From an optimization exercise on the open Yosys and OpenROAD flow, aimed at small area, a short achievable clock period and few clock cycles per item; shortcuts taken in it are not production practice. The RTL was checked by simulation tests, not by an equivalence proof against the original design.

==> flow/config.mk <==
export PLATFORM = sky130hd
export DESIGN_NAME = mod_vector_seq
export DESIGN_NICKNAME = mod_vector_seq
export VERILOG_FILES = /design/flow/design.v
export SDC_FILE = /design/flow/constraint.sdc
export NUM_CORES = 4
export LEC_CHECK = 0
export ABC_AREA = 1
export CAP_MARGIN = 20
export CORE_MARGIN = 2
export CORE_UTILIZATION = 40
export SLEW_MARGIN = 20
==> flow/constraint.sdc <==
create_clock -name core_clock -period 22.0 [get_ports {clk}]
set_input_delay 4.4000 -clock core_clock [delete_from_list [all_inputs] [get_ports {clk}]]
set_output_delay 4.4000 -clock core_clock [all_outputs]
set_load 0.01 [all_outputs]
==> flow/design.v <==
`default_nettype none
module mod_vector_seq #(
  parameter int N  = 8,
  parameter int W  = 16,
  parameter int WW = 32,
  parameter int K  = 4
) (
  input  logic            clk,
  input  logic            rst,
  input  logic            in_valid,
  output logic            in_ready,
  input  logic [N*WW-1:0] in_vec,
  input  logic [W-1:0]    q_in,
  input  logic            signed_mode,
  output logic            out_valid,
  input  logic            out_ready,
  output logic [N*W-1:0]  out_vec,
  output logic            err
);
  localparam int G  = WW / K;            
  localparam int GL = (WW - W) / K;      
  localparam int GW = $clog2(G);
  logic [GW-1:0]  ld_cnt;                
  logic           act;                   
  logic           bb_v;                  
  logic           bb_last;               
  logic [K-1:0]   bb    [N];             
  logic [W-1:0]   q_r;                   
  logic           qz_r;                  
  logic [W-1:0]   r     [N];             
  logic [W-1:0]   r0    [N];             
  logic [W-1:0]   rs    [N];             
  logic idle, stall, start, qlong, qzero;
  logic [GW-1:0] g0, ld_sel;
  assign stall  = out_valid & ~out_ready;
  assign idle   = ~act & ~bb_v;
  assign start  = idle & in_valid & ~stall;
  assign qlong  = q_in[W-1];
  assign qzero  = (q_in == '0);
  assign g0     = qlong ? GW'(GL) : '0;
  assign ld_sel = idle ? g0 : ld_cnt;
  assign in_ready = act & (ld_cnt == GW'(G - 1));
  function automatic logic [W-1:0] step(input logic [W-1:0] rr,
                                        input logic         b,
                                        input logic [W-1:0] q);
    logic [W:0]   t;
    logic [W+1:0] s;
    t = {rr, b};
    s = {1'b0, t} + {2'b01, ~q} + 1'b1;
    step = s[W+1] ? s[W-1:0] : t[W-1:0];
  endfunction
  logic [W-1:0] qa;
  assign qa = idle ? q_in : q_r;
  always_comb begin
    for (int i = 0; i < N; i++) begin
      logic [WW-1:0] x;
      logic          sneg, add;
      logic [W-1:0]  h, a;
      logic [W:0]    t;
      logic [W+1:0]  s;
      x    = in_vec[i*WW +: WW];
      sneg = signed_mode & x[WW-1];
      h    = qlong ? x[WW-1 -: W] : {W{sneg}};
      add  = idle & sneg;
      a    = r[i];
      for (int j = K - 1; j >= 1; j--)
        a = step(a, bb[i][j] & ~qz_r, q_r);
      t    = idle ? {1'b0, h} : {a, bb[i][0] & ~qz_r};
      s    = {1'b0, t} + (add ? {2'b00, qa} : {2'b01, ~qa}) + {{(W+1){1'b0}}, ~add};
      rs[i] = (s[W+1] | add) ? s[W-1:0] : t[W-1:0];
      r0[i] = rs[i] & {W{~qzero}};
    end
  end
  always_ff @(posedge clk) begin
    for (int i = 0; i < N; i++) begin
      bb[i] <= in_vec[i*WW + WW - 1 - int'(ld_sel) * K -: K];
      if (!stall)
        r[i] <= idle ? r0[i] : rs[i];
    end
    if (idle) begin
      q_r  <= q_in;
      qz_r <= qzero;
    end
  end
  always_ff @(posedge clk or posedge rst) begin
    if (rst) begin
      act       <= 1'b0;
      bb_v      <= 1'b0;
      bb_last   <= 1'b0;
      ld_cnt    <= '0;
      out_valid <= 1'b0;
      err       <= 1'b0;
    end else begin
      bb_v    <= start | act;
      bb_last <= act & (ld_cnt == GW'(G - 1));
      if (start) begin
        act    <= 1'b1;
        ld_cnt <= g0 + 1'b1;
      end else if (act) begin
        ld_cnt <= ld_cnt + 1'b1;
        if (ld_cnt == GW'(G - 1))
          act <= 1'b0;
      end
      if (out_valid && out_ready)
        out_valid <= 1'b0;
      if (bb_v && bb_last) begin
        out_valid <= 1'b1;
        err       <= qz_r;
      end
    end
  end
  always_comb
    for (int i = 0; i < N; i++)
      out_vec[i*W +: W] = r[i];
endmodule
`default_nettype wire
==> flow/run.sh <==
#!/bin/bash
# synth_recipe.tcl (not shown) runs the flow's synth.tcl, then flattens the netlist and writes it again
# the make line also repeats each setting of config.mk as NAME=value (left out here)
make -C /OpenROAD-flow-scripts/flow DESIGN_CONFIG=/design/flow/config.mk WORK_HOME=/design/flow/orfs CLKGATE_MAP_FILE= SYNTH_SCRIPT=/design/flow/synth_recipe.tcl finish
==> out/qor.csv, run 1 <==
metric,value,unit
end_kind,flip-flop,
syn_inst,6929,
dr.pass1.iters,8,
start_kind,flip-flop,
worst_r2r_startpoint,q_r[13]$_DFF_P_,
syn_nets,7752,
final_max_slew_viol_count,0,
setup_viol,0,
syn_avg_cell_area,6.17,um2
grt_usage,35.6,%
worst_slack,11260,ps
vias_per_cell,5.77,
syn2layout_area_growth,13.6,%
reg2reg_slack,11260,ps
relSlewSlack,17.9,%
first_global_vias,45500,
fin_nets,8017,
finalHoldViolations,0,
vias,49700,
placed_cell_area,0.0480,mm2
fp.dieW,331,um
grt_pass1_wl,291000,um
drt_iter0_markers,5354,
h-tree-depth,4,
cts.clk_slew.worst_paths,90,ps
routedWlPerCell,23.4,um
yosysUniqueCellTypes,65,
die_height,331,um
fin_crit_sh,48.8,%
worstRegToRegCells,52,
hp-start,bb_last$_DFF_PP0_,
worst_ep_required_time,22250,ps
clock.fmax,93.1,MHz
cts_inserted_buffers,17,
grt_max_degree,111,
crit_path_max_fanout,27,
rsz0062_at_grt,no,
finalSetupTns,0,ps
max_stage_delay,690,ps
worstSetupPathType,flip-flop to flip-flop,
finalInstanceArea,0.0485,mm2
place_congestion,0.992,
status,finished clean,
drt_drc_violations_left,0,
cts_buffer_depth,2,
dp.cells,8566,
synth_edf_count,129,
worst_slew_pin_slew,1220,ps
layout-drive-gt1-share,4.73,%
initial_utilization,40.4,%
synth_top_area_cell,nand2_1,
antenna_found_initial,13,
routed_wl,201000,um
die_area,0.109,mm2
hp-class,flip-flop to flip-flop,
hold_end,out_valid$_DFFE_PP0P_,
ys_seq_area_share,11.8,%
syn_area,0.0427,mm2
yosys-top-cells-area,"nand2_1 16%, ha_1 15%, edfxtp_1 9.1%, a21oi_1 7.6%, o21ai_0 6.9%",
num_rows,119,
whs_path_depth,2,
synth_ff_type,edfxtp_1,
core,0.106,mm2
finalCriticalPeriod,10740,ps
hold_ws,525,ps
post_cts_resized,0,
ys_warn_count,5,
cts_num_sinks,185,
hold_buffers,0,
layoutNonFillerInstCount,8602,
cp.arrival,10980,ps
root_buffer,clkbuf_16,
io_pins,408,
ant_nets,0,
async_reset_ff_share,4.32,%
synth-seq-cells,185,
final_util,45.9,%
overflow,0,
pre_cts_ws,11470,ps
dp_hpwl,157000,um
fin_worst_skew,19.9,ps
cts_tree,built,
worstSkewPairLatency,530,ps
crit_path_frequent_cell,nand2_1,
maxCapViolations,0,
synth_top_area_share,16.3,%
r2r_end,r[3][0]$_DFFE_PN_,
port_buffers,407,
crit_path_top_delay_cell,a21oi_2,
cts_setup_buffers,0,
==> state kept, by name (all words and copies together) (netlist names) <==
name / cells
r: 128
qz_r: 1
err: 1
ld_cnt: 3
out_valid: 1
act: 1
bb_last: 1
q_r: 16
bb_v: 1
bb: 32
==> cell usage after synthesis, types with 8 or more instances <==
cell	number
nand2_1	1857
inv_1	770
a21oi_1	652
o21ai_0	593
ha_1	514
nand3_1	459
nor2_1	425
xor2_1	301
xnor2_1	185
edfxtp_1	129
o21ai_1	80
clkbuf_1	78
nand4_1	75
buf_2	69
dfxtp_1	48
nor3_1	42
o21a_1	39
a21o_1	38
nand3b_1	36
o211ai_1	36
inv_2	33
fa_1	32
nand2_2	32
a31oi_1	31
or2_2	31
o21bai_1	29
a21oi_2	28
buf_6	27
buf_1	24
buf_4	24
a21boi_0	21
o21ai_2	20
nand3_2	19
o22ai_1	17
o2111ai_1	13
a211oi_1	11
o221ai_1	11
and2_1	8
dfrtp_1	8
nand2_4	8
nor2_4	8
==> placed cells by master, fill, tap and decap left out, drive strengths merged, types with 36 or more instances in the layout <==
cell type / synthesis / routed
xnor2: 185 / 185
o21ai: 696 / 696
clkdlybuf4s50: 0 / 406
o211ai: 37 / 37
dfxtp: 48 / 48
buf: 144 / 62
inv: 804 / 813
nand4: 76 / 76
edfxtp: 129 / 129
a21oi: 681 / 681
nand3: 482 / 482
nand3b: 36 / 36
or2: 38 / 38
nand2: 1897 / 1897
nor2: 439 / 439
o21a: 39 / 39
xor2: 301 / 301
ha: 514 / 514
nor3: 49 / 49
a21o: 38 / 38
==> routing by layer <==
layer / track usage, % / vias to the layer above / wire length (um)
met1: 47.7 / 23100 / 86000
met4: 15.6 / 8 / 9680
li1: - / 23800 / -
met3: 6.85 / 421 / 19100
met2: 55.3 / 2382 / 86300
met5: 0 / - / 49
==> worst max-delay path by stage <==
| stage | start | endpoint | depth (start not counted) |
|---|---|---|---|
| floorplan | out_ready | ld_cnt[2]$_DFFE_PP0P_ | 8 |
| global placement | q_r[7]$_DFF_P_ | r[6][5]$_DFFE_PN_ | 49 |
| detailed placement | q_r[7]$_DFF_P_ | r[6][14]$_DFFE_PN_ | 50 |
| CTS | q_r[7]$_DFF_P_ | r[6][14]$_DFFE_PN_ | 50 |
| global route | q_r[8]$_DFF_P_ | r[3][0]$_DFFE_PN_ | 51 |
| finish | q_r[13]$_DFF_P_ | r[3][0]$_DFFE_PN_ | 52 |
==> layout make-up <==
cell class              instances  area [um2]
multi-input cells            5716       33600
fillers                     11500       57200
clock inverters                15         151
diodes                          4        10.0
inverters                     806        3030
clock buffers                  17         425
flip-flops and latches        185        5040
well taps                    1391        1740
repair buffers                468        4550
==> kinds of logic (layout without fill, tap and decap cells) <==
| logic type | after synthesis | after routing | share of synthesized area [%] |
|---|---|---|---|
| AO/OA/AOI/OAI | 1647 | 1647 | 21.5 |
| XOR/XNOR | 486 | 486 | 9.96 |
| adder cells (fa/ha/maj) | 546 | 546 | 16.5 |
| buffers and inverters | 1028 | 1306 | 9.92 |
| flip-flops | 185 | 185 | 11.8 |
| multiplexers | 2 | 2 | 0.0468 |
| other | 0 | 4 | 0 |
| AND/OR/NAND/NOR | 3035 | 3035 | 30.3 |
==> critical path: cells and delay by family (launching register included) <==
family                   cells  cell delay, ps
AND/OR/NAND/NOR             32            4380
buffers and inverters        7            2050
AO/OA/AOI/OAI                8            2010
adder cells (fa/ha/maj)      4            1510
flip-flops                   1             310
XOR/XNOR                     1             130
Testbench counts, summed over its fixed seeds: cycles 10,248, items 2,048.
==> run 2: changes to the inputs <==
--- a/flow/config.mk
+++ b/flow/config.mk
@@ -10,3 +10,4 @@
 export CORE_MARGIN = 2
-export CORE_UTILIZATION = 40
+export CORE_UTILIZATION = 70
+export PLACE_DENSITY = 0.85
 export SLEW_MARGIN = 20
==> out/qor.csv, run 2 <==
metric,value,unit,change
ys_warn_count,5,,unchanged
drt_drc_violations_left,0,,unchanged
worst_ep_required_time,22220,ps,was 22250 ps
routed_wl,173000,um,was 201000 um
cts_tree,built,,unchanged
status,finished clean,,unchanged
cp.arrival,10950,ps,was 10980 ps
r2r_end,r[5][2]$_DFFE_PN_,,was r[3][0]$_DFFE_PN_
cts_buffer_depth,2,,unchanged
cts_setup_buffers,0,,unchanged
max_stage_delay,800,ps,was 690 ps
port_buffers,407,,unchanged
pre_cts_ws,11890,ps,was 11470 ps
maxCapViolations,0,,unchanged
finalHoldViolations,0,,unchanged
hold_buffers,0,,unchanged
cp-endpoint,r[5][2]$_DFFE_PN_,,was r[3][0]$_DFFE_PN_
cts.clk_slew.worst_paths,70,ps,was 90 ps
place_congestion,1.09,,was 0.992
fin_crit_sh,48.8,%,about the same
layout-drive-gt1-share,4.57,%,was 4.73%
fp.dieW,251,um,was 331 um
grt_usage,52.7,%,was 35.6%
clock.fmax,93.2,MHz,was 93.1 MHz
synth_ff_type,edfxtp_1,,unchanged
initial_utilization,70.8,%,was 40.4%
cts_num_sinks,185,,unchanged
reg2reg_slack,11270,ps,was 11260 ps
io_pins,408,,unchanged
async_reset_ff_share,4.32,%,unchanged
num_rows,90,,was 119
crit_path_top_delay_cell,nand3_1,,was a21oi_2
nFillCells,4760,,was 11500
synth_top_area_share,16.3,%,unchanged
vias,51600,,was 49700
layout_commonest_cell,nand2_1,,unchanged
finalCriticalPeriod,10730,ps,was 10740 ps
vias_per_cell,6.47,,was 5.77
syn2layout_area_growth,11.6,%,was 13.6%
die_area,0.0631,mm2,was 0.109 mm2
cts_inserted_buffers,17,,unchanged
synth_top_area_cell,nand2_1,,unchanged
worst_r2r_startpoint,q_r[10]$_DFF_P_,,was q_r[13]$_DFF_P_
drt_iter0_markers,6866,,was 5354
relSlewSlack,15.3,%,was 17.9%
yosysUniqueCellTypes,65,,unchanged
hp-class,flip-flop to flip-flop,,unchanged
worst_slack,11270,ps,was 11260 ps
syn_nets,7752,,unchanged
antenna_found_initial,10,,was 13
yosys-top-cells-area,"nand2_1 16%, ha_1 15%, edfxtp_1 9.1%, a21oi_1 7.6%, o21ai_0 6.9%",,unchanged
die_height,251,um,was 331 um
regArea,0.00504,mm2,unchanged
final_max_slew_viol_count,0,,unchanged
syn_area,0.0427,mm2,unchanged
ant_nets,0,,unchanged
crit_path_max_fanout,30,,was 27
synthTopCellsByCount,"1857 x nand2_1, 770 x inv_1, 652 x a21oi_1",,unchanged
post_cts_resized,0,,unchanged
final_cell_mix,"1855 x nand2_1, 753 x inv_1, 652 x a21oi_1",,"was 1855 x nand2_1, 753 x inv_1, 651 x a21oi_1"
grt_max_degree,152,,was 111
largestRegisters,"r x128, bb x32, q_r x16",,unchanged
synth-seq-cells,185,,unchanged
critPathLaunch,q_r[10]$_DFF_P_,,was q_r[13]$_DFF_P_
crit_path_frequent_cell,nand2_1,,unchanged
rsz0062_at_grt,no,,unchanged
syn_inst,6929,,unchanged
multi_input_area,0.0336,mm2,about the same
dr.pass1.iters,10,,was 8
fin_nets,8005,,was 8017
ys_seq_area_share,11.8,%,unchanged
worstSkewPairLatency,500,ps,was 530 ps
worstRegToRegCells,47,,was 52
synth.most_common_cell,nand2_1,,unchanged
overflow,0,,unchanged
hold_ws,493,ps,was 525 ps
setup_viol,0,,unchanged
worstSetupPathType,flip-flop to flip-flop,,unchanged
finalSetupTns,0,ps,unchanged
core,0.0604,mm2,was 0.106 mm2
routedWlPerCell,21.7,um,was 23.4 um
fin_worst_skew,18.3,ps,was 19.9 ps
largest_reg_flops,128,,unchanged
whs_path_depth,2,,unchanged
regMostFlops,r,,unchanged
grt_pass1_wl,259000,um,was 291000 um
first_global_vias,46800,,was 45500
start_kind,flip-flop,,unchanged
end_kind,flip-flop,,unchanged
dp_hpwl,131000,um,was 157000 um
hp-start,bb_last$_DFF_PP0_,,unchanged
root_buffer,clkbuf_16,,unchanged
h-tree-depth,4,,unchanged
synth_edf_count,129,,unchanged
syn_avg_cell_area,6.17,um2,unchanged
worst_slew_pin_slew,1270,ps,was 1220 ps
run 2: cell types whose count changed in the layout (fill, tap and decap cells not counted), sizes merged:
cell | before | now
clkbuf | 17 | 21
buf | 62 | 49
inv | 813 | 808
diode | 4 | 6
bufinv | 0 | 2
run 2: how the worst min path moves through the flow:
stage,endpoint,slack (ps)
floorplan,out_valid$_DFFE_PP0P_,460
global placement,err$_DFFE_PP0P_,470
detailed placement,out_valid$_DFFE_PP0P_,490
CTS,out_valid$_DFFE_PP0P_,500
global route,out_valid$_DFFE_PP0P_,530
finish,out_valid$_DFFE_PP0P_,490
run 2: area by class of cell:
class	count	area share [%]
multi-input cells	5716	70.4
flip-flops and latches	185	10.6
repair buffers	456	9.32
inverters	806	6.36
well taps	782	2.05
clock buffers	20	0.989
clock inverters	12	0.278
diodes	6	0.0315
run 2: logic make-up (layout without fill, tap and decap cells):
logic type      after synthesis  count (layout)  synth area share [%]
flops                       185             185                  11.8
buf+inv                    1028            1294                  9.92
fa+ha+maj                   546             546                  16.5
mux                           2               2                0.0468
simple gates               3035            3035                  30.3
compound gates             1647            1647                  21.5
other cells                   0               6                     0
xor+xnor                    486             486                  9.96
run 2: per-stage QoR:
stage	cell area (um2)	cells	utilization, %
finish	47700	7983	79.0
global route	47700	7977	79.0
CTS	47600	7975	78.9
detailed placement	47000	7943	77.9
global placement	47000	7943	77.9
floorplan	42700	6929	-
run 2: worst max-delay path: cells and delay by family, from the launching register on:
| family | cells | cell delay [ps] |
|---|---|---|
| simple gates | 26 | 4210 |
| compound gates | 12 | 3020 |
| fa+ha+maj | 4 | 1400 |
| flops | 1 | 310 |
| buf+inv | 5 | 1480 |
run 2: per-layer routing:
| layer | track usage [%] | vias up | wire (um) |
|---|---|---|---|
| li1 | - | 23700 | - |
| met3 | 17.8 | 1141 | 27500 |
| met5 | 0 | - | 81 |
| met4 | 44.9 | 12 | 18400 |
| met2 | 77.1 | 3910 | 68700 |
| met1 | 62.0 | 22900 | 58800 |
==> run 3: changes to the inputs <==
==> flow/flow/run.sh (new file) <==
#!/bin/bash
set -euo pipefail
bash standard.sh SETUP_SLACK_MARGIN=14.5 finish > standard_flow.log 2>&1
==> flow/standard.sh (new file) <==
#!/bin/bash
# synth_recipe.tcl (not shown) runs the flow's synth.tcl, then flattens the netlist and writes it again
# the make line also repeats each setting of config.mk as NAME=value (left out here)
make -C /OpenROAD-flow-scripts/flow DESIGN_CONFIG=/design/flow/config.mk WORK_HOME=/design/flow/orfs CLKGATE_MAP_FILE= SYNTH_SCRIPT=/design/flow/synth_recipe.tcl "${@:-finish}"
--- a/flow/config.mk
+++ b/flow/config.mk
@@ -10,4 +10,3 @@
 export CORE_MARGIN = 2
-export CORE_UTILIZATION = 70
-export PLACE_DENSITY = 0.85
+export CORE_UTILIZATION = 40
 export SLEW_MARGIN = 20
removed: flow/run.sh
==> out/qor.csv, run 3 <==
metric,value,unit,change
status,finished clean,,unchanged
layout_commonest_cell,nand2_1,,unchanged
cts_buffer_depth,2,,unchanged
synth_edf_count,129,,unchanged
grt_max_degree,95,,was 152
layout-drive-gt1-share,33.7,%,was 4.57%
finalSetupTns,0,ps,unchanged
io_pins,408,,unchanged
crit_path_top_delay_cell,ha_2,,was nand3_1
crit_family,buffers and inverters,,was simple AND/OR/NAND/NOR gates
initial_utilization,40.4,%,was 70.8%
setup_viol,0,,unchanged
relSlewSlack,17.2,%,was 15.3%
cts.clk_slew.worst_paths,80,ps,was 70 ps
cts_num_sinks,185,,unchanged
fin_crit_sh,35.7,%,was 48.8%
worstSkewPairLatency,550,ps,was 500 ps
syn_inst,6929,,unchanged
placed_cell_area,0.0480,mm2,was 0.0470 mm2
dp_hpwl,153000,um,was 131000 um
grt_pass1_wl,310000,um,was 259000 um
ant_nets,0,,unchanged
vias_per_cell,5.92,,was 6.47
syn_nets,7752,,unchanged
rsz0062_at_grt,yes,,was no
cp.arrival,8260,ps,was 10950 ps
finalCriticalPeriod,7860,ps,was 10730 ps
ys_warn_count,5,,unchanged
finalHoldViolations,0,,unchanged
fp.dieW,331,um,was 251 um
die_height,331,um,was 251 um
drt_drc_violations_left,0,,unchanged
synth_ff_type,edfxtp_1,,unchanged
max_stage_delay,380,ps,was 800 ps
maxCapViolations,0,,unchanged
root_buffer,clkbuf_16,,unchanged
place_congestion,1.01,,was 1.09
antenna_found_initial,11,,was 10
hp-class,flip-flop to flip-flop,,unchanged
die_area,0.109,mm2,was 0.0631 mm2
worst_ep_required_time,22400,ps,was 22220 ps
drt_iter0_markers,5956,,was 6866
final_cell_mix,"1437 x nand2_1, 696 x buf_4, 653 x inv_1",,"was 1855 x nand2_1, 753 x inv_1, 652 x a21oi_1"
h-tree-depth,4,,unchanged
regMostFlops,r,,unchanged
syn_avg_cell_area,6.17,um2,unchanged
ys_seq_area_share,11.8,%,unchanged
grt_usage,37.8,%,was 52.7%
clock.fmax,127,MHz,was 93.2 MHz
syn_area,0.0427,mm2,unchanged
finalInstanceArea,0.0666,mm2,was 0.0477 mm2
crit_path_max_fanout,6,,was 30
synth_top_area_share,16.3,%,unchanged
num_rows,119,,was 90
first_global_vias,49200,,was 46800
worstSetupPathType,flip-flop to flip-flop,,unchanged
final_max_slew_viol_count,0,,unchanged
vias,56200,,was 51600
dr.pass1.iters,8,,was 10
synth_top_area_cell,nand2_1,,unchanged
overflow,0,,unchanged
final_util,63.0,%,was 79.0%
layoutNonFillerInstCount,9504,,was 7983
async_reset_ff_share,4.32,%,unchanged
synthTopCellsByCount,"1857 x nand2_1, 770 x inv_1, 652 x a21oi_1",,unchanged
port_buffers,407,,unchanged
routedWlPerCell,24.2,um,was 21.7 um
hold_ws,574,ps,was 493 ps
dp.cells,8568,,was 7943
syn2layout_area_growth,55.8,%,was 11.6%
fin_nets,8919,,was 8005
largestRegisters,"r x128, bb x32, q_r x16",,unchanged
worst_slew_pin_slew,1230,ps,was 1270 ps
fin_worst_skew,17.2,ps,was 18.3 ps
largest_reg_flops,128,,unchanged
start_kind,flip-flop,,unchanged
yosys-top-cells-area,"nand2_1 16%, ha_1 15%, edfxtp_1 9.1%, a21oi_1 7.6%, o21ai_0 6.9%",,unchanged
synth-seq-cells,185,,unchanged
end_kind,flip-flop,,unchanged
crit_path_frequent_cell,buf_4,,was nand2_1
synth.most_common_cell,nand2_1,,unchanged
cts_inserted_buffers,17,,unchanged
hold_buffers,0,,unchanged
worst_slack,14140,ps,was 11270 ps
path_buf_inv,26,,was 5
cts_tree,built,,unchanged
core,0.106,mm2,was 0.0604 mm2
pre_cts_ws,11410,ps,was 11890 ps
yosysUniqueCellTypes,65,,unchanged
routed_wl,230000,um,was 173000 um
==> run 3: cell counts after synthesis <==
Identical to the previous run, type by type.
==> run 3: timing repair <==
action                                  in CTS  in global routing
buffers inserted                           429                398
pin swaps                                  257                536
gates resized for setup                    991               1348
cloned                                      55                 18
endpoints found under the setup margin     147                134
==> run 3: logic make-up (layout without fill, tap and decap cells) <==
logic type	count (synthesis)	after routing	share of synthesized area (%)
AO/OA/AOI/OAI	1647	1647	21.5
XOR/XNOR	486	486	9.96
adder cells (fa/ha/maj)	546	546	16.5
buffers and inverters	1028	2167	9.92
flip-flops	185	185	11.8
multiplexers	2	2	0.0468
other	0	4	0
AND/OR/NAND/NOR	3035	3076	30.3
==> run 3: worst reg2reg max path, delay by kind of cell, from the launching register on <==
family / cells / cell delay, ps
compound gates: 9 / 1410
fa+ha+maj: 3 / 890
simple gates: 17 / 2000
buf+inv: 26 / 3100
flops: 1 / 330
==> run 3: final timing paths <==
| path | startpoint | to | slack [ps] | depth (start not counted) |
|---|---|---|---|---|
| hold reg to reg | bb_last$_DFF_PP0_ | out_valid$_DFFE_PP0P_ | 570 | 2 |
| min in group asynchronous | rst | act$_DFF_PP0_ | 4130 | 2 |
| hold / removal | bb_last$_DFF_PP0_ | out_valid$_DFFE_PP0P_ | 570 | 2 |
| setup reg to reg | q_r[14]$_DFF_P_ | r[0][2]$_DFFE_PN_ | 14140 | 55 |
| setup / recovery | q_r[14]$_DFF_P_ | r[0][2]$_DFFE_PN_ | 14140 | 55 |
| max in group asynchronous | rst | ld_cnt[0]$_DFFE_PP0P_ | 17580 | 2 |
==> run 3: layer usage <==
layer / GRT usage, % / share of wire, %
met5: 0 / 0.066
met4: 20.5 / 7.0
met3: 7.40 / 11
met2: 57.6 / 43
met1: 50.0 / 39
==> run 3: final cells by class <==
type                    instances  area (um2)
multi-input cells            5757       43300
diodes                          4        10.0
clock inverters                13         120
repair inverters               23         220
clock buffers                  19         475
flip-flops and latches        185        5060
inverters                     806        3250
repair buffers               1306       12400
well taps                    1391        1740
fillers                      9378       39100
==> run 4: changes to the inputs <==
==> flow/flow/run.sh (replaced) <==
#!/bin/bash
# Standard synthesis and layout, with these changes to how the layout is made:
# - port buffers use the plain buf_1 cell (every input and output port is
#   still buffered);
set -euo pipefail
export BUFFER_PORTS_ARGS="-buffer_cell sky130_fd_sc_hd__buf_1"
bash standard.sh SETUP_SLACK_MARGIN=13 MATCH_CELL_FOOTPRINT=0 \
  "BUFFER_PORTS_ARGS=-buffer_cell sky130_fd_sc_hd__buf_1" finish > standard_flow.log 2>&1
==> out/qor.csv, run 4 <==
metric,value,unit,change
port_buffers,407,,unchanged
die_height,331,um,unchanged
syn_inst,6929,,unchanged
final_util,45.4,%,was 63.0%
core,0.106,mm2,unchanged
regMostFlops,r,,unchanged
grt_max_degree,95,,unchanged
ys_seq_area_share,11.8,%,unchanged
vias_per_cell,5.76,,was 5.92
hold_buffers,0,,unchanged
status,finished clean,,unchanged
grt_usage,34.6,%,was 37.8%
placed_cell_area,0.0454,mm2,was 0.0480 mm2
cp_num_cells,53,,was 55
drt_drc_violations_left,0,,unchanged
synth.most_common_cell,nand2_1,,unchanged
synth_top_area_cell,nand2_1,,unchanged
synthTopCellsByCount,"1857 x nand2_1, 770 x inv_1, 652 x a21oi_1",,unchanged
vias,50400,,was 56200
dp.cells,8572,,was 8568
cts_tree,built,,unchanged
grt_pass1_wl,282000,um,was 310000 um
reg2reg_slack,13440,ps,was 14140 ps
final_cell_mix,"1849 x nand2_1, 748 x inv_1, 620 x a21oi_1",,"was 1437 x nand2_1, 696 x buf_4, 653 x inv_1"
ys_warn_count,5,,unchanged
r2r_end,r[4][12]$_DFFE_PN_,,was r[0][2]$_DFFE_PN_
finalHoldViolations,0,,unchanged
antenna_found_initial,15,,was 11
cts.clk_slew.worst_paths,80,ps,about the same
max_stage_delay,440,ps,was 380 ps
worst_r2r_startpoint,qz_r$_DFFE_PP_,,was q_r[14]$_DFF_P_
end_kind,flip-flop,,unchanged
clock.fmax,117,MHz,was 127 MHz
layout_commonest_cell,nand2_1,,unchanged
die_area,0.109,mm2,unchanged
relSlewSlack,18.0,%,was 17.2%
syn_area,0.0427,mm2,unchanged
finalCriticalPeriod,8560,ps,was 7860 ps
dr.pass1.iters,7,,was 8
first_global_vias,45000,,was 49200
dp_hpwl,154000,um,was 153000 um
syn_nets,7752,,unchanged
cts_inserted_buffers,17,,unchanged
yosysUniqueCellTypes,65,,unchanged
crit_path_max_fanout,13,,was 6
drt_iter0_markers,5541,,was 5956
initial_utilization,40.4,%,unchanged
ant_nets,0,,unchanged
h-tree-depth,4,,unchanged
worst_ep_required_time,22350,ps,was 22400 ps
synth-seq-cells,185,,unchanged
fin_nets,8153,,was 8919
crit_path_frequent_cell,nand2_1,,was buf_4
crit_family,simple AND/OR/NAND/NOR gates,,was buffers and inverters
root_buffer,clkbuf_16,,unchanged
fin_crit_sh,38.9,%,was 35.7%
synth_top_area_share,16.3,%,unchanged
syn2layout_area_growth,12.4,%,was 55.8%
cp.arrival,8910,ps,was 8260 ps
worst_slew_pin_slew,1220,ps,was 1230 ps
worstSetupPathType,flip-flop to flip-flop,,unchanged
cp-endpoint,r[4][12]$_DFFE_PN_,,was r[0][2]$_DFFE_PN_
largestRegisters,"r x128, bb x32, q_r x16",,unchanged
cts_num_sinks,185,,unchanged
fin_worst_skew,21.0,ps,was 17.2 ps
async_reset_ff_share,4.32,%,unchanged
largest_reg_flops,128,,unchanged
num_rows,119,,unchanged
place_congestion,1.03,,was 1.01
yosys-top-cells-area,"nand2_1 16%, ha_1 15%, edfxtp_1 9.1%, a21oi_1 7.6%, o21ai_0 6.9%",,unchanged
synth_ff_type,edfxtp_1,,unchanged
finalInstanceArea,0.0480,mm2,was 0.0666 mm2
worstSkewPairLatency,540,ps,was 550 ps
overflow,0,,unchanged
crit_path_top_delay_cell,edfxtp_1,,was ha_2
synth_edf_count,129,,unchanged
final_max_slew_viol_count,0,,unchanged
maxCapViolations,0,,unchanged
path_buf_inv,9,,was 26
setup_viol,0,,unchanged
cts_buffer_depth,2,,unchanged
routed_wl,200000,um,was 230000 um
finalSetupTns,0,ps,unchanged
layout-drive-gt1-share,7.56,%,was 33.7%
io_pins,408,,unchanged
layoutNonFillerInstCount,8737,,was 9504
start_kind,flip-flop,,unchanged
worstRegToRegCells,53,,was 55
hp-class,flip-flop to flip-flop,,unchanged
routedWlPerCell,22.9,um,was 24.2 um
critPathLaunch,qz_r$_DFFE_PP_,,was q_r[14]$_DFF_P_
syn_avg_cell_area,6.17,um2,unchanged
hold_ws,508,ps,was 574 ps
fp.dieW,331,um,unchanged
rsz0062_at_grt,yes,,unchanged
[run 4: cell families after synthesis]
| kind of cell | after synthesis | share of synthesized area (%) |
|---|---|---|
| adder cells (fa/ha/maj) | 546 | 16.5 |
| AND/OR/NAND/NOR | 3035 | 30.3 |
| XOR/XNOR | 486 | 9.96 |
| AO/OA/AOI/OAI | 1647 | 21.5 |
| flip-flops | 185 | 11.8 |
| multiplexers | 2 | 0.0468 |
| buffers and inverters | 1028 | 9.92 |
[run 4: worst min path at each step]
stage,slack (ps),cells after the start,end,from
finish,510,2,out_valid$_DFFE_PP0P_,bb_last$_DFF_PP0_
global route,540,2,err$_DFFE_PP0P_,err$_DFFE_PP0P_
CTS,510,2,err$_DFFE_PP0P_,err$_DFFE_PP0P_
detailed placement,490,2,err$_DFFE_PP0P_,err$_DFFE_PP0P_
global placement,480,2,err$_DFFE_PP0P_,err$_DFFE_PP0P_
floorplan,460,2,out_valid$_DFFE_PP0P_,bb_last$_DFF_PP0_
[run 4: cell type report]
class                      instances  area, um2
fill                           11500      57700
multi-input combinational       5731      34300
sequential                       185       5040
inverter                         806       3200
timing repair buffer             581       3130
tap                             1391       1740
clock buffer                      19        464
clock inverter                    13        125
timing repair inverter             8       53.8
antenna                            3       7.51
[run 4: timing repair]
item,4_1_cts,5_1_grt
setup endpoints to repair,128,128
gates resized for setup,96,194
setup buffers,8,98
pin swaps,8,37
cloned,5,19
[run 4: layer usage]
metal,up-vias,global-route usage [%],part of all wire (%)
met5,-,0,0.017
met4,4,14.9,5.1
met2,2480,54.5,43
met3,436,4.59,9.2
li1,24100,-,-
met1,23400,47.1,43
[run 4: worst min-delay path: stages, from the launching register on]
cell     delay, ps
dfrtp_1        330
nand2_1         80
nand2_1         70
[run 4: metrics by stage]
stage | worst slack [ps]
final | 13440
after global routing | 12920
after CTS | 13000
after detailed placement | 11680
after global placement | 11790
after floorplan | 13380
==> run 5: changes to the inputs <==
--- a/flow/config.mk
+++ b/flow/config.mk
@@ -8,5 +8,5 @@
 export ABC_AREA = 1
-export CAP_MARGIN = 20
+export CAP_MARGIN = 30
 export CORE_MARGIN = 2
 export CORE_UTILIZATION = 40
-export SLEW_MARGIN = 20
+export SLEW_MARGIN = 30
==> out/qor.csv, run 5 <==
metric,value,unit,change
status,finished clean,,unchanged
start_kind,flip-flop,,unchanged
synth_top_area_share,16.3,%,unchanged
largest_reg_flops,128,,unchanged
antenna_found_initial,12,,was 15
port_buffers,407,,unchanged
syn_nets,7752,,unchanged
synthTopCellsByCount,"1857 x nand2_1, 770 x inv_1, 652 x a21oi_1",,unchanged
io_pins,408,,unchanged
synth_edf_count,129,,unchanged
final_max_slew_viol_count,0,,unchanged
max_stage_delay,360,ps,was 440 ps
end_kind,flip-flop,,unchanged
yosysUniqueCellTypes,65,,unchanged
num_rows,119,,unchanged
worst_slew_pin_slew,1160,ps,was 1220 ps
largestRegisters,"r x128, bb x32, q_r x16",,unchanged
crit_path_frequent_cell,nand2_1,,unchanged
routedWlPerCell,22.9,um,about the same
crit_path_max_fanout,15,,was 13
fp.dieW,331,um,unchanged
layoutNonFillerInstCount,8736,,was 8737
cts_tree,built,,unchanged
first_global_vias,44900,,was 45000
synth_top_area_cell,nand2_1,,unchanged
worstSetupPathType,flip-flop to flip-flop,,unchanged
worst_ep_required_time,22280,ps,was 22350 ps
syn_avg_cell_area,6.17,um2,unchanged
vias,50200,,was 50400
vias_per_cell,5.75,,was 5.76
initial_utilization,40.4,%,unchanged
ys_warn_count,5,,unchanged
clock.fmax,117,MHz,about the same
synth_ff_type,edfxtp_1,,unchanged
critPathLaunch,q_r[12]$_DFF_P_,,was qz_r$_DFFE_PP_
synth-seq-cells,185,,unchanged
grt_pass1_wl,282000,um,about the same
overflow,0,,unchanged
cp.arrival,8830,ps,was 8910 ps
worstSkewPairLatency,540,ps,about the same
layout_commonest_cell,nand2_1,,unchanged
cts_buffer_depth,2,,unchanged
ys_seq_area_share,11.8,%,unchanged
dp_hpwl,154000,um,about the same
h-tree-depth,4,,unchanged
crit_path_top_delay_cell,ha_1,,was edfxtp_1
final_util,45.4,%,about the same
rsz0062_at_grt,no,,was yes
async_reset_ff_share,4.32,%,unchanged
hp-class,flip-flop to flip-flop,,unchanged
layout-drive-gt1-share,7.56,%,about the same
finalSetupTns,0,ps,unchanged
die_area,0.109,mm2,unchanged
fin_nets,8150,,was 8153
pre_cts_ws,11760,ps,was 11680 ps
drt_iter0_markers,5141,,was 5541
finalCriticalPeriod,8560,ps,about the same
setup_viol,0,,unchanged
cts_num_sinks,185,,unchanged
yosys-top-cells-area,"nand2_1 16%, ha_1 15%, edfxtp_1 9.1%, a21oi_1 7.6%, o21ai_0 6.9%",,unchanged
ant_nets,0,,unchanged
worst_r2r_startpoint,q_r[12]$_DFF_P_,,was qz_r$_DFFE_PP_
routed_wl,200000,um,about the same
worst_slack,13440,ps,about the same
cts_inserted_buffers,17,,unchanged
hold_ws,513,ps,was 508 ps
crit_family,simple AND/OR/NAND/NOR gates,,unchanged
syn_area,0.0427,mm2,unchanged
syn_inst,6929,,unchanged
dr.pass1.iters,6,,was 7
maxCapViolations,0,,unchanged
core,0.106,mm2,unchanged
syn2layout_area_growth,12.3,%,was 12.4%
final_cell_mix,"1848 x nand2_1, 748 x inv_1, 624 x a21oi_1",,"was 1849 x nand2_1, 748 x inv_1, 620 x a21oi_1"
die_height,331,um,unchanged
synth.most_common_cell,nand2_1,,unchanged
relSlewSlack,21.7,%,was 18.0%
place_congestion,1.03,,unchanged
fin_crit_sh,38.9,%,about the same
drt_drc_violations_left,0,,unchanged
fin_worst_skew,25.0,ps,was 21.0 ps
root_buffer,clkbuf_16,,unchanged
regMostFlops,r,,unchanged
dp.cells,8574,,was 8572
grt_usage,34.5,%,was 34.6%
nFillCells,11500,,about the same
cts.clk_slew.worst_paths,100,ps,was 80 ps
hp-start,err$_DFFE_PP0P_,,was bb_last$_DFF_PP0_
grt_max_degree,95,,unchanged
finalHoldViolations,0,,unchanged
path_buf_inv,11,,was 9
==> run 5: what timing repair did <==
action | 4_1_cts | 5_1_grt
pin swaps | 8 | 40
hold endpoints to repair | 0 | 0
gates cloned | 5 | 18
hold buffers | 0 | 0
setup endpoints to repair | 128 | 128
resized for setup | 94 | 186
buffers inserted | 9 | 91
==> run 5: metal layers <==
metal | share of wire, % | GRT usage [%]
met1 | 42 | 46.7
met2 | 43 | 53.9
met3 | 9.2 | 5.36
met4 | 5.3 | 15.6
met5 | 0.045 | 0
==> run 5: kinds of logic after synthesis <==
family / count (synthesis) / synth area share [%]
flip-flops: 185 / 11.8
adder cells (fa/ha/maj): 546 / 16.5
multiplexers: 2 / 0.0468
AND/OR/NAND/NOR: 3035 / 30.3
AO/OA/AOI/OAI: 1647 / 21.5
buffers and inverters: 1028 / 9.92
XOR/XNOR: 486 / 9.96
==> run 5: area by class of cell <==
cell class	count	area [um2]	share of cell area, %
antenna	5	12.5	0.0261
inverter	806	3190	6.65
tap	1391	1740	3.63
multi-input combinational	5730	34300	71.4
timing repair inverter	8	56.3	0.117
timing repair buffer	579	3120	6.50
clock buffer	18	439	0.915
clock inverter	14	134	0.279
sequential	185	5040	10.5
==> run 5: metrics by stage <==
stage               area, um2
floorplan               42700
global placement        45400
detailed placement      45500
CTS                     46400
global route            48000
finish                  48000
==> run 5: tightest hold or removal path, delay by kind of cell (launching register included) <==
kind / cells / cell delay [ps]
flip-flops: 1 / 360
AND/OR/NAND/NOR: 1 / 50
AO/OA/AOI/OAI: 1 / 70
==> run 5: final timing paths <==
check	cells past startpoint	slack [ps]	to
hold / removal	2	510	err$_DFFE_PP0P_
hold reg to reg	2	510	err$_DFFE_PP0P_
setup / recovery	53	13440	r[3][0]$_DFFE_PN_
setup reg to reg	53	13440	r[3][0]$_DFFE_PN_
max in group asynchronous	2	17960	ld_cnt[2]$_DFFE_PP0P_
min in group asynchronous	2	3790	out_valid$_DFFE_PP0P_
==> run 6: changes to the inputs <==
--- a/flow/config.mk
+++ b/flow/config.mk
@@ -12 +12,2 @@
 export SLEW_MARGIN = 30
+export TNS_END_PERCENT = 5
==> out/qor.csv, run 6 <==
metric,value,unit,change
status,finished clean,,unchanged
initial_utilization,40.4,%,unchanged
synth_edf_count,129,,unchanged
num_rows,119,,unchanged
grt_max_degree,95,,unchanged
dp_hpwl,154000,um,unchanged
fin_worst_skew,20.8,ps,was 25.0 ps
syn2layout_area_growth,11.8,%,was 12.3%
yosys-top-cells-area,"nand2_1 16%, ha_1 15%, edfxtp_1 9.1%, a21oi_1 7.6%, o21ai_0 6.9%",,unchanged
ys_warn_count,5,,unchanged
synthTopCellsByCount,"1857 x nand2_1, 770 x inv_1, 652 x a21oi_1",,unchanged
fin_crit_sh,39.1,%,was 38.9%
worst_ep_required_time,22260,ps,was 22280 ps
crit_path_frequent_cell,nand2_1,,unchanged
hp-start,bb_last$_DFF_PP0_,,was err$_DFFE_PP0P_
grt_usage,34.5,%,about the same
drt_drc_violations_left,0,,unchanged
layout-drive-gt1-share,7.29,%,was 7.56%
syn_area,0.0427,mm2,unchanged
finalSetupTns,0,ps,unchanged
worstSetupPathType,flip-flop to flip-flop,,unchanged
max_stage_delay,370,ps,was 360 ps
vias,50000,,was 50200
cp.arrival,8870,ps,was 8830 ps
die_area,0.109,mm2,unchanged
place_congestion,1.03,,unchanged
hold_buffers,0,,unchanged
syn_inst,6929,,unchanged
worstRegToRegCells,51,,was 53
synth_top_area_cell,nand2_1,,unchanged
final_util,45.2,%,was 45.4%
clock.fmax,116,MHz,was 117 MHz
cts_buffer_depth,2,,unchanged
worstSkewPairLatency,540,ps,about the same
end_kind,flip-flop,,unchanged
cts_inserted_buffers,17,,unchanged
hp-class,flip-flop to flip-flop,,unchanged
relSlewSlack,24.4,%,was 21.7%
syn_nets,7752,,unchanged
synth_top_area_share,16.3,%,unchanged
die_height,331,um,unchanged
start_kind,flip-flop,,unchanged
routed_wl,199000,um,was 200000 um
finalCriticalPeriod,8610,ps,was 8560 ps
largestRegisters,"r x128, bb x32, q_r x16",,unchanged
ant_nets,0,,unchanged
antenna_found_initial,12,,unchanged
routedWlPerCell,22.8,um,was 22.9 um
fp.dieW,331,um,unchanged
worst_r2r_startpoint,q_r[15]$_DFF_P_,,was q_r[12]$_DFF_P_
core,0.106,mm2,unchanged
maxCapViolations,0,,unchanged
setup_viol,0,,unchanged
drt_iter0_markers,5295,,was 5141
cts_tree,built,,unchanged
critPathLaunch,q_r[15]$_DFF_P_,,was q_r[12]$_DFF_P_
vias_per_cell,5.73,,was 5.75
port_buffers,407,,unchanged
first_global_vias,44900,,about the same
grt_pass1_wl,282000,um,about the same
regMostFlops,r,,unchanged
synth.most_common_cell,nand2_1,,unchanged
root_buffer,clkbuf_16,,unchanged
dr.pass1.iters,6,,unchanged
cts.clk_slew.worst_paths,90,ps,was 100 ps
ys_seq_area_share,11.8,%,unchanged
finalHoldViolations,0,,unchanged
yosysUniqueCellTypes,65,,unchanged
final_cell_mix,"1848 x nand2_1, 748 x inv_1, 627 x a21oi_1",,"was 1848 x nand2_1, 748 x inv_1, 624 x a21oi_1"
reg2reg_slack,13390,ps,was 13440 ps
largest_reg_flops,128,,unchanged
h-tree-depth,4,,unchanged
final_max_slew_viol_count,0,,unchanged
crit_path_top_delay_cell,clkinvlp_2,,was ha_1
fin_nets,8139,,was 8150
synth-seq-cells,185,,unchanged
layout_commonest_cell,nand2_1,,unchanged
syn_avg_cell_area,6.17,um2,unchanged
whs_path_depth,2,,unchanged
crit_path_max_fanout,15,,unchanged
rsz0062_at_grt,yes,,was no
worst_slew_pin_slew,1120,ps,was 1160 ps
async_reset_ff_share,4.32,%,unchanged
cts_num_sinks,185,,unchanged
synth_ff_type,edfxtp_1,,unchanged
overflow,0,,unchanged
io_pins,408,,unchanged
==> run 6: cell counts after synthesis <==
No cell type changed its count.
==> run 6: final timing paths <==
kind                                              end
worst max-delay path                r[1][0]$_DFFE_PN_
worst min-delay path            out_valid$_DFFE_PP0P_
worst max register to register      r[1][0]$_DFFE_PN_
worst min register to register  out_valid$_DFFE_PP0P_
max in group asynchronous       ld_cnt[2]$_DFFE_PP0P_
min in group asynchronous       out_valid$_DFFE_PP0P_
==> run 6: through the flow <==
stage / hold WS [ps] / setup WS (ps) / instances / instance area (um2)
2_1_floorplan: 458 / 13380 / 6929 / 42700
3_3_place_gp: 476 / 11790 / 8572 / 45400
3_5_place_dp: 485 / 11760 / 8574 / 45500
4_1_cts: 514 / 12920 / 8616 / 46400
5_1_grt: 543 / 12880 / 8721 / 47800
6_report: 517 / 13390 / 8722 / 47800
==> run 6: what timing repair did <==
item / CTS / global route
pin swaps: 7 / 33
setup endpoints to repair: 128 / 128
endpoints found under the hold margin: 0 / 0
setup buffers: 5 / 88
resized for setup: 80 / 178
cloned: 5 / 14
==> run 6: cell families (layout without fill, tap and decap cells) <==
group	count (synthesis)	after routing	synth area share (%)
xor+xnor	486	486	9.96
fa+ha+maj	546	546	16.5
compound gates	1647	1647	21.5
flops	185	185	11.8
simple gates	3035	3048	30.3
other cells	0	2	0
buf+inv	1028	1415	9.92
mux	2	2	0.0468
==> run 6: area by class of cell <==
class                      count  area, um2
fill                       11500      57900
multi-input combinational   5729      34200
sequential                   185       5040
inverter                     806       3190
timing repair buffer         571       3020
tap                         1391       1740
clock buffer                  18        439
clock inverter                14        134
timing repair inverter         6       40.0
antenna                        2       5.00
==> run 6: worst max-delay path: cells and delay by family, from the launching register on <==
family          cells  cell delay [ps]
buf+inv            10             1620
flops               1              340
compound gates     11             1830
simple gates       26             3270
fa+ha+maj           4             1250
==> run 6: per-layer routing <==
| layer | up-vias | global-route usage, % | part of all wire, % |
|---|---|---|---|
| met5 | - | 0 | 0.048 |
| met4 | 8 | 15.5 | 5.3 |
| met3 | 441 | 5.38 | 9.4 |
| met2 | 2399 | 54.0 | 43 |
| met1 | 23100 | 46.7 | 42 |
| li1 | 24000 | - | - |
==> run 7: changes to the inputs <==
--- a/flow/config.mk
+++ b/flow/config.mk
@@ -10,4 +10,3 @@
 export CORE_MARGIN = 2
-export CORE_UTILIZATION = 40
+export CORE_UTILIZATION = 60
 export SLEW_MARGIN = 30
-export TNS_END_PERCENT = 5
==> out/qor.csv, run 7 <==
metric,value,unit,change
ys_seq_area_share,11.8,%,unchanged
synthSimpleGateAreaFrac,30.3,%,unchanged
finalHoldViolations,0,,unchanged
synthMuxAreaShare,0.0468,%,unchanged
regMostFlops,r,,unchanged
worst_ep_required_time,22290,ps,was 22260 ps
status,finished clean,,unchanged
hp-class,flip-flop to flip-flop,,unchanged
fin_nets,8151,,was 8139
hold_ws,513,ps,was 517 ps
crit_path_frequent_cell,nand2_1,,unchanged
cts_num_sinks,185,,unchanged
worst_slew_pin_slew,1080,ps,was 1120 ps
hold_buffers,0,,unchanged
max_stage_delay,440,ps,was 370 ps
synth.most_common_cell,nand2_1,,unchanged
cts_tree,built,,unchanged
cts_buffer_depth,2,,unchanged
grt_pass1_wl,267000,um,was 282000 um
syn_area,0.0427,mm2,unchanged
synth_top_area_cell,nand2_1,,unchanged
synth_top_family_by_area,simple AND/OR/NAND/NOR gates,,unchanged
top_layer,met5,,unchanged
final_util,67.7,%,was 45.2%
syn_avg_cell_area,6.17,um2,unchanged
ys_warn_count,5,,unchanged
worstSetupPathType,flip-flop to flip-flop,,unchanged
dp_hpwl,139000,um,was 154000 um
core,0.0703,mm2,was 0.106 mm2
die_height,271,um,was 331 um
start_kind,flip-flop,,unchanged
wl_met3,23400,um,was 18600 um
synthAdderAreaFrac,16.5,%,unchanged
fin_worst_skew,24.0,ps,was 20.8 ps
antenna_found_initial,8,,was 12
synth_top_area_share,16.3,%,unchanged
drt_iter0_markers,6787,,was 5295
final_cell_mix,"1847 x nand2_1, 748 x inv_1, 615 x a21oi_1",,"was 1848 x nand2_1, 748 x inv_1, 627 x a21oi_1"
synth_compound_area_share,21.5,%,unchanged
maxCapViolations,0,,unchanged
layout_commonest_cell,nand2_1,,unchanged
vias,51500,,was 50000
finalSetupTns,0,ps,unchanged
dr.pass1.iters,6,,unchanged
m1WireLength,67400,um,was 84000 um
cts_inserted_buffers,17,,unchanged
finalCriticalPeriod,8620,ps,was 8610 ps
async_reset_ff_share,4.32,%,unchanged
clock.fmax,116,MHz,about the same
synthTopCellsByCount,"1857 x nand2_1, 770 x inv_1, 652 x a21oi_1",,unchanged
crit_path_top_delay_cell,fa_1,,was clkinvlp_2
cts.clk_slew.worst_paths,80,ps,was 90 ps
io_pins,408,,unchanged
synth-seq-cells,185,,unchanged
grt_usage,47.1,%,was 34.5%
rsz0062_at_grt,no,,was yes
largestRegisters,"r x128, bb x32, q_r x16",,unchanged
vias_per_cell,6.21,,was 5.73
nFillCells,6559,,was 11500
cp.arrival,8910,ps,was 8870 ps
largest_reg_flops,128,,unchanged
root_buffer,clkbuf_16,,unchanged
routed_wl,185000,um,was 199000 um
routedWlPerCell,22.3,um,was 22.8 um
grt_max_degree,98,,was 95
wl_met2,76500,um,was 85300 um
synthXorXnorAreaFrac,9.96,%,unchanged
place_congestion,1.08,,was 1.03
yosys-top-cells-area,"nand2_1 16%, ha_1 15%, edfxtp_1 9.1%, a21oi_1 7.6%, o21ai_0 6.9%",,unchanged
yosysUniqueCellTypes,65,,unchanged
port_buffers,407,,unchanged
syn2layout_area_growth,11.3,%,was 11.8%
finalInstanceArea,0.0476,mm2,was 0.0478 mm2
setup_viol,0,,unchanged
crit_path_max_fanout,24,,was 15
overflow,0,,unchanged
synth_edf_count,129,,unchanged
fp.dieW,271,um,was 331 um
layout-drive-gt1-share,7.83,%,was 7.29%
syn_nets,7752,,unchanged
placed_cell_area,0.0448,mm2,was 0.0455 mm2
h-tree-depth,4,,unchanged
layoutNonFillerInstCount,8283,,was 8722
end_kind,flip-flop,,unchanged
initial_utilization,60.8,%,was 40.4%
dp.cells,8113,,was 8574
drt_drc_violations_left,0,,unchanged
synth_ff_type,edfxtp_1,,unchanged
relSlewSlack,27.1,%,was 24.4%
num_rows,97,,was 119
worstSkewPairLatency,540,ps,about the same
final_max_slew_viol_count,0,,unchanged
syn_inst,6929,,unchanged
first_global_vias,46200,,was 44900
fin_crit_sh,39.2,%,was 39.1%
die_area,0.0734,mm2,was 0.109 mm2
ant_nets,0,,unchanged
-- run 7: what timing repair did --
action / CTS / global route
endpoints found under the setup margin: 128 / 128
pin swaps: 6 / 29
resized for setup: 90 / 214
buffers inserted: 6 / 111
endpoints found under the hold margin: 0 / 0
cloned: 5 / 14
-- run 7: final cells by class --
type,instances,area [um2],share of cell area [%]
Antenna cell,2,5.00,0.0105
Clock buffer,21,492,1.03
Clock inverter,11,100,0.210
Inverter,806,3170,6.65
Multi-Input combinational cell,5730,34400,72.2
Sequential cell,185,5040,10.6
Tap cell,940,1180,2.47
Timing Repair Buffer,584,3230,6.79
Timing Repair inverter,4,27.5,0.0578
-- run 7: path summary, 6_finish.rpt --
kind                                   startpoint                    end  slack (ps)  cells past startpoint
worst max-delay path               qz_r$_DFFE_PP_     r[6][15]$_DFFE_PN_       13380                     46
max in group asynchronous                     rst  ld_cnt[0]$_DFFE_PP0P_       17930                      2
worst min-delay path            bb_last$_DFF_PP0_  out_valid$_DFFE_PP0P_         510                      2
worst max register to register     qz_r$_DFFE_PP_     r[6][15]$_DFFE_PN_       13380                     46
worst min register to register  bb_last$_DFF_PP0_  out_valid$_DFFE_PP0P_         510                      2
min in group asynchronous                     rst          act$_DFF_PP0_        3810                      2
-- run 7: worst max-delay path, delay by kind of cell, from the launching register on --
kind | cells | cell delay (ps)
simple gates | 20 | 2390
compound gates | 11 | 2150
fa+ha+maj | 5 | 1790
buf+inv | 9 | 1410
flops | 1 | 420
xor+xnor | 1 | 170
-- run 7: layer usage --
layer / track usage (%) / up-vias
met3: 11.3 / 862
met1: 57.8 / 23100
met4: 35.8 / 6
met2: 71.3 / 3402
met5: 0 / -
li1: - / 24100
-- run 7: kinds of logic (layout without fill, tap and decap cells) --
group / count (synthesis) / in the layout
flops: 185 / 185
compound gates: 1647 / 1647
buf+inv: 1028 / 1426
xor+xnor: 486 / 486
mux: 2 / 2
simple gates: 3035 / 3049
fa+ha+maj: 546 / 546
other cells: 0 / 2
-- run 7: per-stage QoR --
stage          setup slack (ps)
6_report                  13380
5_1_grt                   12890
4_1_cts                   13010
3_5_place_dp              11880
3_3_place_gp              12060
2_1_floorplan             13380
==> run 8: changes to the inputs <==
--- a/flow/flow/run.sh
+++ b/flow/flow/run.sh
@@ -6,3 +6,3 @@
 export BUFFER_PORTS_ARGS="-buffer_cell sky130_fd_sc_hd__buf_1"
-bash standard.sh SETUP_SLACK_MARGIN=13 MATCH_CELL_FOOTPRINT=0 \
+bash standard.sh SETUP_SLACK_MARGIN=12.5 MATCH_CELL_FOOTPRINT=0 \
   "BUFFER_PORTS_ARGS=-buffer_cell sky130_fd_sc_hd__buf_1" finish > standard_flow.log 2>&1
--- a/flow/config.mk
+++ b/flow/config.mk
@@ -10,3 +10,3 @@
 export CORE_MARGIN = 2
-export CORE_UTILIZATION = 60
+export CORE_UTILIZATION = 40
 export SLEW_MARGIN = 30
==> out/qor.csv, run 8 <==
metric,value,unit,change
layout_commonest_cell,nand2_1,,unchanged
finalSetupTns,0,ps,unchanged
synth_top_area_cell,nand2_1,,unchanged
fin_worst_skew,21.3,ps,was 24.0 ps
start_kind,flip-flop,,unchanged
dr.pass1.iters,6,,unchanged
crit_path_top_delay_cell,a21oi_4,,was fa_1
die_height,331,um,was 271 um
place_congestion,1.03,,was 1.08
maxCapViolations,0,,unchanged
crit_path_frequent_cell,nand2_1,,unchanged
dp_hpwl,154000,um,was 139000 um
grt_max_degree,95,,was 98
crit_path_max_fanout,24,,unchanged
wl_met3,18000,um,was 23400 um
worstSetupPathType,flip-flop to flip-flop,,unchanged
largestRegisters,"r x128, bb x32, q_r x16",,unchanged
synthTopCellsByCount,"1857 x nand2_1, 770 x inv_1, 652 x a21oi_1",,unchanged
die_area,0.109,mm2,was 0.0734 mm2
routedWlPerCell,22.7,um,was 22.3 um
path_buf_inv,7,,was 9
drt_drc_violations_left,0,,unchanged
m1WireLength,84200,um,was 67400 um
syn_avg_cell_area,6.17,um2,unchanged
setup_viol,0,,unchanged
initial_utilization,40.4,%,was 60.8%
hold_buffers,0,,unchanged
crit_family,simple AND/OR/NAND/NOR gates,,unchanged
yosys-top-cells-area,"nand2_1 16%, ha_1 15%, edfxtp_1 9.1%, a21oi_1 7.6%, o21ai_0 6.9%",,unchanged
fin_crit_sh,40.6,%,was 39.2%
synth_top_area_share,16.3,%,unchanged
grt_usage,34.5,%,was 47.1%
final_util,44.3,%,was 67.7%
vias,49600,,was 51500
finalCriticalPeriod,8930,ps,was 8620 ps
worstRegToRegCells,49,,was 46
cts_num_sinks,185,,unchanged
rsz0062_at_grt,yes,,was no
antenna_found_initial,12,,was 8
cts_tree,built,,unchanged
syn2layout_area_growth,9.66,%,was 11.3%
worst_slew_pin_slew,1240,ps,was 1080 ps
worst_ep_required_time,22260,ps,was 22290 ps
h-tree-depth,4,,unchanged
cp.arrival,9190,ps,was 8910 ps
max_stage_delay,430,ps,was 440 ps
regMostFlops,r,,unchanged
ant_nets,0,,unchanged
syn_nets,7752,,unchanged
synth.most_common_cell,nand2_1,,unchanged
routed_wl,197000,um,was 185000 um
wl_met2,84600,um,was 76500 um
vias_per_cell,5.72,,was 6.21
status,finished clean,,unchanged
grt_pass1_wl,281000,um,was 267000 um
port_buffers,407,,unchanged
io_pins,408,,unchanged
num_rows,119,,was 97
synth_ff_type,edfxtp_1,,unchanged
final_cell_mix,"1853 x nand2_1, 748 x inv_1, 646 x a21oi_1",,"was 1847 x nand2_1, 748 x inv_1, 615 x a21oi_1"
overflow,0,,unchanged
cts_buffer_depth,2,,unchanged
drt_iter0_markers,5182,,was 6787
end_kind,flip-flop,,unchanged
cts_inserted_buffers,17,,unchanged
layout-drive-gt1-share,5.77,%,was 7.83%
largest_reg_flops,128,,unchanged
hp-class,flip-flop to flip-flop,,unchanged
synth_edf_count,129,,unchanged
syn_area,0.0427,mm2,unchanged
fin_nets,8071,,was 8151
first_global_vias,44900,,was 46200
worstSkewPairLatency,540,ps,about the same
clock.fmax,112,MHz,was 116 MHz
yosysUniqueCellTypes,65,,unchanged
core,0.106,mm2,was 0.0703 mm2
ys_warn_count,5,,unchanged
finalHoldViolations,0,,unchanged
whs_path_depth,2,,unchanged
async_reset_ff_share,4.32,%,unchanged
synth-seq-cells,185,,unchanged
top_layer,met5,,unchanged
cts.clk_slew.worst_paths,100,ps,was 80 ps
cp_num_cells,49,,was 46
relSlewSlack,16.5,%,was 27.1%
root_buffer,clkbuf_16,,unchanged
fp.dieW,331,um,was 271 um
syn_inst,6929,,unchanged
final_max_slew_viol_count,0,,unchanged
ys_seq_area_share,11.8,%,unchanged
-- run 8: cells by family (layout without fill, tap and decap cells) --
group                      Yosys count  count (layout)  share of synthesized area, %
adders and majority gates          546             546                          16.5
and+or+nand+nor                   3035            3041                          30.3
muxes                                2               2                        0.0468
DFF                                185             185                          11.8
buffers and inverters             1028            1354                          9.92
other                                0               4                             0
AOI/OAI and AO/OA                 1647            1647                          21.5
xor gates and xnor gates           486             486                          9.96
-- run 8: area by class of cell --
class                           instances  area, um2
Clock buffer                           18        439
Clock inverter                         14        134
Timing Repair inverter                  5       32.5
Antenna cell                            4       10.0
Inverter                              806       3130
Fill cell                           11600      58800
Timing Repair Buffer                  511       2500
Multi-Input combinational cell       5722      33800
Sequential cell                       185       5040
Tap cell                             1391       1740
-- run 8: layer usage --
| layer | global-route usage (%) | vias up |
|---|---|---|
| li1 | - | 23900 |
| met1 | 46.6 | 22900 |
| met2 | 53.9 | 2361 |
| met3 | 5.38 | 414 |
| met4 | 15.6 | 4 |
| met5 | 0 | - |
-- run 8: worst paths after layout --
| kind | start | end | slack (ps) |
|---|---|---|---|
| setup / recovery | q_r[10]$_DFF_P_ | r[5][3]$_DFFE_PN_ | 13070 |
| hold / removal | err$_DFFE_PP0P_ | err$_DFFE_PP0P_ | 510 |
| setup reg to reg | q_r[10]$_DFF_P_ | r[5][3]$_DFFE_PN_ | 13070 |
| hold reg to reg | err$_DFFE_PP0P_ | err$_DFFE_PP0P_ | 510 |
| max in group asynchronous | rst | ld_cnt[2]$_DFFE_PP0P_ | 17960 |
| min in group asynchronous | rst | out_valid$_DFFE_PP0P_ | 3790 |
-- run 8: what timing repair did --
action	in CTS	in global routing
setup buffers	1	32
pin swaps	4	11
gates cloned	5	6
resized for setup	34	116
setup endpoints to repair	87	128
-- run 8: tightest hold or removal path: cells and delay by family, from the launching register on --
kind	cells	cell delay, ps
simple gates	1	50
compound gates	1	70
flops	1	360
-- run 8: metrics by stage --
step	std cells	area [um2]	worst slack [ps]	hold WS [ps]
2_1_floorplan	6929	42700	13380	458
3_3_place_gp	8572	45400	11790	476
3_5_place_dp	8574	45500	11760	485
4_1_cts	8612	46200	12510	514
5_1_grt	8653	46900	12450	543
6_report	8656	46900	13070	512

==> afterwards: timing with drivers on the ports <==
The flow's constraints put no driver on any port. The routed layouts listed below were extracted and timed again, unchanged, in two steps. Step 1 assumes that a clkbuf_16 drives the clock port and a buf_2 every other input. Step 2 also shifts input and output timing later by t, the mid clock arrival at the registers, as if the neighbouring blocks saw the same clock. Three values: no drivers, after step 1, after step 2; two values: the first two.
run	t, ns	setup slack, ns	worst data-port slew with drivers (ns)	pins driven straight from the clock port
run 1	0.593	11.264 / 11.264 / 11.264	0.20	1
run 2	0.547	11.268 / 11.268 / 11.268	0.13	1
run 3	0.605	14.141 / 14.141 / 13.826	0.30	1
run 4	0.605	13.440 / 13.440 / 12.965	0.18	1
run 5	0.596	13.441 / 13.441 / 12.951	0.15	1
run 6	0.599	13.395 / 13.395 / 12.954	0.17	1
run 7	0.597	13.379 / 13.379 / 12.928	0.12	1
run 8	0.597	13.067 / 13.067 / 12.901	0.17	1
After both steps every run listed still meets setup and hold. For run 5, which loses most, drivers alone change the setup slack by 0.000 ns; drivers and shift together by -0.490 ns.
